This is an optimization exercise on Yosys and OpenROAD, whose aim is small area, a short achievable clock period and few clock cycles per item, not a production implementation.
At most, simulation tests tie the RTL to the original design; equivalence was not proved.

==> inputs of 02-21 <==
Design keyframe_displacement_test_core, start of the top module:
module keyframe_displacement_test_core
(
  input  wire logic        clk_i,
  input  wire logic        rst_ni,
  input  wire logic        in_valid,
  output logic             in_stall,
  input  wire logic [16:0] ref_x_i,
  input  wire logic [16:0] ref_y_i,
  input  wire logic [16:0] cur_x_i,
  input  wire logic [16:0] cur_y_i,
  input  wire logic        valid_req_i,
  input  wire logic        has_reference_i,
  input  wire logic        last_i,
  output logic             out_valid,
  input  wire logic        out_stall,
  output logic             is_keyframe_o,
  output logic [12:0]      match_count_o,
  output logic [29:0]      distance_sum_o,
  input  wire logic        cfg_valid,
  output logic             cfg_ready,
  input  wire logic [1:0]  cfg_index_i,
  input  wire logic [15:0] cfg_data_i
);
make LEC_CHECK=0 CAP_MARGIN=20 CORE_MARGIN=2 CORE_UTILIZATION=40 SETUP_SLACK_MARGIN=5 SLEW_MARGIN=20 finish   # period 9.0 ns
run.sh (not shown) runs the stock make flow with config.mk's settings and CLKGATE_MAP_FILE= SYNTH_SCRIPT=/design/flow/synth_recipe.tcl, a recipe that flattens the netlist after the stock synthesis.
==> 01-14: changes against 02-21 <==
- SETUP_SLACK_MARGIN: 5 -> 0
==> notes <==
- Of 02-21 and 01-14, 02-21 has the higher clock skew (gap 0.022 ns).
- Flip-flop and latch count is the same in 01-14 and 02-21.
- Of 01-14 and 02-21, 02-21 has the higher non-clock buffer count (gap 293).
- Between 01-14 and 02-21, the lower design area is in 01-14 (gap 11%, measured against 02-21).
- Via count: 01-14 is smaller than 02-21 (6.5%).
- Against 01-14, the sequential share of layout area of 02-21 is lower by 3.0 points.
- Against 01-14, the core utilization of 02-21 is higher by 5.4 points.
- Of 02-21 and 01-14, 02-21 has the higher cell count (gap about 5%, measured against 01-14).
- Against 02-21, the register-to-register slack of 01-14 is lower by 0.97 ns.
- Of 01-14 and 02-21, 02-21 has the higher maximum frequency (gap 12%, measured against 02-21).
==> figures <==
| item | 02-21 | 01-14 |
|---|---|---|
| Measured slew at the worst slew-check pin | 0.9722 ns | 0.9449 ns |
| WL final | 96.12 mm | 86.93 mm |
| Cell at the slowest stage of the critical path | dfxtp_4 | dfxtp_1 |
| Final core utilization | 50.88% | 45.45% |
| Setup Skew | 0.05200 ns | 0.02963 ns |
| Arrival time at the worst endpoint | 7.44 ns | 8.39 ns |
| Net total in the final layout | 5430 | 5137 |
| Final std cell area, no fill | 51840 sq um | 46300 sq um |
| Number of violations reported at the end of detailed-routing iteration 0 | 1237 | 1202 |
| Detailed-router iteration count before antenna repair | 7 | 5 |
| Maximum number of pins on one net before global-route repair | 72 | 49 |
| Outcome | no timing/DRC/antenna violations | no timing/DRC/antenna violations |
| Area Overhead vs Synth | 26.06% | 12.60% |
| Count of cells along the worst register-to-register path | 35 | 32 |
| Clock input transition at the sequential cells of the worst setup and hold paths | 0.08 ns | 0.06 ns |
| Standard cell area after detailed placement | 44640 sq um | 43950 sq um |
| Vias post-DR | 30198 | 28250 |
No functional check of the RTL was part of any run of this note.

* * *

==> inputs of amber <==
Another version of the RTL of keyframe_displacement_test_core (not shown whole).
## keyframe_displacement_test_core
module keyframe_displacement_test_core
(
  input  wire logic        clk_i,
  input  wire logic        rst_ni,
  input  wire logic        in_valid,
  output logic             in_stall,
  input  wire logic [16:0] ref_x_i,
  input  wire logic [16:0] ref_y_i,
  input  wire logic [16:0] cur_x_i,
  input  wire logic [16:0] cur_y_i,
  input  wire logic        valid_req_i,
  input  wire logic        has_reference_i,
  input  wire logic        last_i,
  output logic             out_valid,
  input  wire logic        out_stall,
  output logic             is_keyframe_o,
  output logic [12:0]      match_count_o,
  output logic [29:0]      distance_sum_o,
  input  wire logic        cfg_valid,
  output logic             cfg_ready,
  input  wire logic [1:0]  cfg_index_i,
  input  wire logic [15:0] cfg_data_i
);
  logic [12:0] min_matches_q, width_q;
  logic [15:0] min_mean_q;
  logic [28:0] mw_q;         
  logic [3:0]  mul_cnt_q;    
  logic        mul_busy_q;
  logic        cfg_we_mw;
  assign cfg_ready = 1'b1;
  assign cfg_we_mw = cfg_valid && (cfg_index_i == 2'd1 || cfg_index_i == 2'd2);
  always_ff @(posedge clk_i or negedge rst_ni) begin
    if (!rst_ni) begin
      min_matches_q <= 13'd0;
      min_mean_q    <= 16'd0;
      width_q       <= 13'd640;
    end else if (cfg_valid) begin
      case (cfg_index_i)
        2'd0: min_matches_q <= cfg_data_i[12:0];
        2'd1: min_mean_q    <= cfg_data_i;
        2'd2: width_q       <= cfg_data_i[12:0];
        default: ;
      endcase
    end
  end
  logic [12:0] wsh_q;        
  always_ff @(posedge clk_i) begin
    if (cfg_we_mw) wsh_q <= (cfg_index_i == 2'd2) ? cfg_data_i[12:0] : width_q;
    else           wsh_q <= {wsh_q[11:0], 1'b0};
  end
  always_ff @(posedge clk_i or negedge rst_ni) begin
    if (!rst_ni) begin
      mw_q       <= 29'd0;
      mul_cnt_q  <= 4'd0;
      mul_busy_q <= 1'b0;
    end else if (cfg_we_mw) begin
      mw_q       <= 29'd0;
      mul_cnt_q  <= 4'd12;
      mul_busy_q <= 1'b1;
    end else if (mul_busy_q) begin
      mw_q       <= {mw_q[27:0], 1'b0} + (wsh_q[12] ? {13'd0, min_mean_q} : 29'd0);
      mul_cnt_q  <= mul_cnt_q - 4'd1;
      mul_busy_q <= (mul_cnt_q != 4'd0);
    end
  end
  logic in_xfer;
  assign in_xfer = in_valid && !in_stall;
  ...
export LEC_CHECK = 0
export CAP_MARGIN = 20
export CORE_MARGIN = 2
export CORE_UTILIZATION = 60
export CTS_CLUSTER_DIAMETER = 100
export CTS_CLUSTER_SIZE = 30
export SLEW_MARGIN = 20
create_clock -name core_clock -period 9.0 [get_ports {clk_i}]
standard.sh (not shown) runs the stock make flow with config.mk's settings and CLKGATE_MAP_FILE= SYNTH_SCRIPT=/design/flow/synth_recipe.tcl, a recipe that flattens the netlist after the stock synthesis.
==> flow/flow/run.sh <==
#!/bin/bash
# The standard layout (standard.sh: ORFS from synthesis to the final
# layout, unchanged synthesis), with two settings changed through the
# environment:
#  - the port buffers that buffer_ports inserts on every input and output are
#    a plain buffer cell (buf_2) instead of the default choice;
#  - setup repair aims at 5.4 ns of slack on the 9 ns clock, so it keeps
#    improving paths down to about 3.6 ns.
# The make output goes to standard.log; ORFS keeps each step's own log under
# orfs/logs/.
export BUFFER_PORTS_ARGS="-buffer_cell sky130_fd_sc_hd__buf_2"
export SETUP_SLACK_MARGIN=5.4
bash standard.sh > standard.log 2>&1
==> harbor (differences from amber) <==
Settings changed: CTS_CLUSTER_SIZE 30 to 25.
==> comparison table <==
	amber	harbor
Status	no timing/DRC/antenna violations	no timing/DRC/antenna violations
Non-clock buffering overhead in the final layout	2.23%	2.23%
Clock buffer cells	60	70
Reg2Reg Setup Slack	5370 ps	5370 ps
Fraction of area in multi-input gates	46.5%	46.5%
Final net count	5,712	5,722
Met1 layer usage reported by global route	30.7%	30.8%
Seq area share	43.3%	43.1%
Vias in the first global route	32,338	32,447
Total Routed Length	97,400 um	97,900 um
Total GRT Usage	22.0%	22.1%
Antenna diode count	4	1
DR vias/cell	5.26	5.25
Clock latency on the worst-skew pair	670 ps	660 ps
Setup repair bufs after CTS	11	13
Maximum cell stage delay along the critical path	540 ps	570 ps
Worst slew margin relative to its limit	36.6%	36.3%
Maximum clock skew at final layout	43.4 ps	29.0 ps
Met3 layer usage reported by global route	2.20%	2.38%
Synthesis-to-finish area growth	8.48%	8.82%
No run of this note included a check of the RTL's function; only the layout flow was run.

* * *

==> v17: inputs <==
keyframe_displacement_test_core, a different RTL version from the one above (not shown whole).
Settings: LEC_CHECK=0, CAP_MARGIN=20, CORE_MARGIN=2, CORE_UTILIZATION=60, CTS_CLUSTER_DIAMETER=100, CTS_CLUSTER_SIZE=25, SLEW_MARGIN=20; clock period 9.0 ns.
Scripts as last shown in full above: flow/flow/run.sh
==> v33: changes against v17 <==
--- a/flow/design.v
+++ b/flow/design.v
@@ -46,38 +46,36 @@
       case (cfg_index_i)
         2'd0: min_matches_q <= cfg_data_i[12:0];
         2'd1: min_mean_q    <= cfg_data_i;
         2'd2: width_q       <= cfg_data_i[12:0];
         default: ;
       endcase
     end
   end
-  logic mul_first_q;
-  logic wbit;
-  assign wbit = width_q[mul_cnt_q];
+  logic [12:0] wsh_q;        
+  always_ff @(posedge clk_i) begin
+    if (cfg_we_mw) wsh_q <= (cfg_index_i == 2'd2) ? cfg_data_i[12:0] : width_q;
+    else           wsh_q <= {wsh_q[11:0], 1'b0};
+  end
   always_ff @(posedge clk_i or negedge rst_ni) begin
     if (!rst_ni) begin
-      mul_cnt_q   <= 4'd12;
-      mul_busy_q  <= 1'b1;
-      mul_first_q <= 1'b1;
+      mw_q       <= 29'd0;
+      mul_cnt_q  <= 4'd0;
+      mul_busy_q <= 1'b0;
     end else if (cfg_we_mw) begin
-      mul_cnt_q   <= 4'd12;
-      mul_busy_q  <= 1'b1;
-      mul_first_q <= 1'b1;
+      mw_q       <= 29'd0;
+      mul_cnt_q  <= 4'd12;
+      mul_busy_q <= 1'b1;
     end else if (mul_busy_q) begin
-      mul_cnt_q   <= mul_cnt_q - 4'd1;
-      mul_busy_q  <= (mul_cnt_q != 4'd0);
-      mul_first_q <= 1'b0;
+      mw_q       <= {mw_q[27:0], 1'b0} + (wsh_q[12] ? {13'd0, min_mean_q} : 29'd0);
+      mul_cnt_q  <= mul_cnt_q - 4'd1;
+      mul_busy_q <= (mul_cnt_q != 4'd0);
     end
   end
-  always_ff @(posedge clk_i) begin
-    if (mul_busy_q && !cfg_we_mw)
-      mw_q <= (mul_first_q ? 29'd0 : {mw_q[27:0], 1'b0}) + (wbit ? {13'd0, min_mean_q} : 29'd0);
-  end
   logic in_xfer;
   assign in_xfer = in_valid && !in_stall;
   logic [17:0] s0_dx, s0_dy;
   logic s0_vr, s0_hr, s0_la;
   always_ff @(posedge clk_i or negedge rst_ni) begin
     if (!rst_ni) begin
       s0_vr <= 1'b0;
       s0_la <= 1'b0;
@@ -1219,24 +1217,24 @@
   logic [12:0] sl3_cnt_q;
   logic [29:0] sl3_sum_q;
   logic take, out_free;
   assign take     = out_v_q && !out_stall;
   assign out_free = !out_v_q || take;
   logic sl1_free;
   logic sl2_free;
   logic sl3_free;
-  assign sl1_free = !sl1_v_q || take;
-  assign sl2_free = !sl2_v_q || take;
-  assign sl3_free = !sl3_v_q || take;
+  assign sl1_free = !sl1_v_q || out_free;
+  assign sl2_free = !sl2_v_q || sl1_free;
+  assign sl3_free = !sl3_v_q || sl2_free;
   logic acc_to [0:3];
-  assign acc_to[0] = acc_closed_q && (take ? (out_v_q && !sl1_v_q) : (!out_v_q && 1'b1));
-  assign acc_to[1] = acc_closed_q && (take ? (sl1_v_q && !sl2_v_q) : (!sl1_v_q && out_v_q));
-  assign acc_to[2] = acc_closed_q && (take ? (sl2_v_q && !sl3_v_q) : (!sl2_v_q && sl1_v_q));
-  assign acc_to[3] = acc_closed_q && (take ? (sl3_v_q && !1'b0) : (!sl3_v_q && sl2_v_q));
+  assign acc_to[0] = acc_closed_q && out_free && !sl1_v_q;
+  assign acc_to[1] = acc_closed_q && sl1_free && !sl2_v_q && !acc_to[0];
+  assign acc_to[2] = acc_closed_q && sl2_free && !sl3_v_q && !acc_to[0] && !acc_to[1];
+  assign acc_to[3] = acc_closed_q && sl3_free && !1'b0 && !acc_to[0] && !acc_to[1] && !acc_to[2];
   assign acc_move = acc_to[0] || acc_to[1] || acc_to[2] || acc_to[3];
   always_ff @(posedge clk_i or negedge rst_ni) begin
     if (!rst_ni) begin
       out_v_q <= 1'b0;
       sl1_v_q <= 1'b0;
       sl2_v_q <= 1'b0;
       sl3_v_q <= 1'b0;
     end else begin
==> flow/flow/run.sh (replaced) <==
#!/bin/bash
# the standard layout, with port buffers of a plain buffer cell and setup
# repair aiming at a tighter target than the 9 ns clock
export BUFFER_PORTS_ARGS="-buffer_cell sky130_fd_sc_hd__buf_2"
export SETUP_SLACK_MARGIN=5.4
bash standard.sh > standard.log 2>&1
==> flow/config.mk (replaced) <==
export PLATFORM = sky130hd
export DESIGN_NAME = keyframe_displacement_test_core
export DESIGN_NICKNAME = keyframe_displacement_test_core
export VERILOG_FILES = /design/flow/design.v
export SDC_FILE = /design/flow/constraint.sdc
export NUM_CORES = 4
export LEC_CHECK = 0
export CAP_MARGIN = 20
export CORE_MARGIN = 2
export CORE_UTILIZATION = 40
export SLEW_MARGIN = 20
==> comparison <==
Between v17 and v33, the lower first-iteration DRC count is in v33 (gap 5.4%, measured against v33). v33 passed the timing, DRC and antenna checks. v17 finished clean. Against v33, the area after synthesis of v17 is lower by about 1.1%. Between v33 and v17, the lower critical path depth is in v33 (gap 2). In v33 the core utilization is lower than in v17, by 20 points. In v17 the maximum frequency is lower than in v33, by about 2%. Against v33, the register-to-register slack of v17 is worse by 80 ps. Of v33 and v17, v33 has the higher flip-flop and latch count (gap 12).
==> figures <==
metric	v17	v33
Clock transition at path regs	110 ps	60 ps
Endpoint, Worst Hold	s7_rad[15]	s6_rad[19]
Post-Synth Simple-Gate Area	10.08%	10.04%
Post-detailed-route via-to-cell ratio	5.294	4.798
Final hold slack	323.6 ps	308.3 ps
Met1 GRT Util	30.74%	18.49%
Critical register-to-register path startpoint	mul_cnt_q[0]	s1_m[10]
Number of register bits inferred by synthesis	1101	1113
Sum of met2 wire segment lengths after detailed routing	46.08 mm	48.47 mm
Status	no timing/DRC/antenna violations	no timing/DRC/antenna violations
Multi-input gate count	3035	3124
Area growth from synthesis to final layout	9.507%	14.19%
Final Core Density	66.57%	46.13%
Period Utilization, post-route	41.88%	41.05%
Global-route met2 utilization	37.04%	26.26%
Total Die Area	0.08891 sq mm	0.1342 sq mm
Function was not checked in any run of this note: the RTL went through the layout flow alone.

* * *

==> run a <==
Another version of the RTL of keyframe_displacement_test_core (not shown whole).
clock: 9.0 ns
lec_check: 0
cap_margin: 20
core_margin: 2
core_utilization: 40
setup_slack_margin: 5
slew_margin: 20
run.sh (not shown) runs the stock make flow with config.mk's settings and CLKGATE_MAP_FILE= SYNTH_SCRIPT=/design/flow/synth_recipe.tcl, a recipe that flattens the netlist after the stock synthesis.
Stock flow here: none of the scripts above is used.
==> run b: changes against run a <==
==> flow/flow/run.sh (new file) <==
#!/bin/bash
# the standard layout, with port buffers of a plain buffer cell and setup
# repair aiming at a tighter target than the 9 ns clock
export BUFFER_PORTS_ARGS="-buffer_cell sky130_fd_sc_hd__buf_2"
export SETUP_SLACK_MARGIN=5.5
bash standard.sh > standard.log 2>&1
==> flow/standard.sh (new file) <==
#!/bin/bash
# synth_recipe.tcl (not shown) runs the flow's synth.tcl, then flattens the netlist and writes it again
# the make line also repeats each setting of config.mk as NAME=value (left out here)
make -C /OpenROAD-flow-scripts/flow DESIGN_CONFIG=/design/flow/config.mk WORK_HOME=/design/flow/orfs CLKGATE_MAP_FILE= SYNTH_SCRIPT=/design/flow/synth_recipe.tcl "${@:-finish}"
- SETUP_SLACK_MARGIN: 5 -> unset
removed: flow/run.sh
==> comparison table <==
metric	run a	run b
Fillcell total	11400	11400
Layout cells sized above 1	10.4%	18.0%
Worst max-slew margin expressed relative to the limit	41.2%	38.7%
Worst-case register-to-register setup slack	5.08 ns	5.13 ns
Post-route design area	58700 sq um	59700 sq um
Total number of cells along the worst setup path	16	12
Fraction of area in non-clock buffers	4.17%	4.23%
Fraction of area in registers	38.6%	37.9%
Data required time of the critical path	9.54 ns	9.61 ns
Worst slew pin tran	0.882 ns	0.919 ns
Library cell contributing the largest single delay on the critical path	sky130_fd_sc_hd__clkdlybuf4s50_1	sky130_fd_sc_hd__fa_1
Beginning of the worst register-to-register path	s0_ax[0]	s0_ax[5]
Total Nets Final	5721	5790
Routed wire length on met2	47700 um	49900 um
Max Clock Skew	0.0325 ns	0.0363 ns
Routing usage on met2	26.8%	27.7%
Fin Hold WS	0.309 ns	0.312 ns
TritonCTS Buffers	104	105
Outcome	no timing/DRC/antenna violations	no timing/DRC/antenna violations
Testbench counts of run a, summed over its fixed seeds: cycles 5,586, items 5,317.
Testbench counts of run b, summed over its fixed seeds: cycles 5,586, items 5,317.

## static timing again, ports no longer ideal
In the flow no input, the clock included, has a driving cell. The finished layouts below were timed again as built, in two steps. Step 1 assumes that a clkbuf_16 drives the clock port and a buf_2 every other input. Step 2 moves the port delays by t, midway between the first and last clock arrival at a register: inputs arrive t later, outputs are due t later. That takes back most of the time a late clock gives input paths. Three values: no drivers, after step 1, after step 2; two values: the first two.
| run | t, ns | slack for setup (ns) | worst setup path after step 2 | cell pins on the clock port's net |
|---|---|---|---|---|
| 02-21 | 0.688 | 2.081 / 2.081 / 2.081 | register to register | 1 |
| 01-14 | 0.695 | 1.110 / 1.110 / 1.110 | register to register | 1 |
| amber | 0.707 | 5.372 / 5.372 / 4.943 | input to register | 1 |
| harbor | 0.704 | 5.366 / 5.366 / 4.949 | input to register | 1 |
| v17 | 0.717 | 5.231 / 5.231 / 4.878 | input to register | 1 |
| v33 | 0.776 | 5.306 / 5.306 / 4.958 | input to register | 1 |
| run a | 0.737 | 5.046 / 5.080 / 4.353 | input to register | 1 |
| run b | 0.736 | 5.127 / 5.127 / 4.692 | input to register | 1 |
After both steps setup and hold are still met in every run listed. For run a, which loses most, drivers alone change the setup slack by +0.034 ns; drivers and shift together by -0.693 ns.
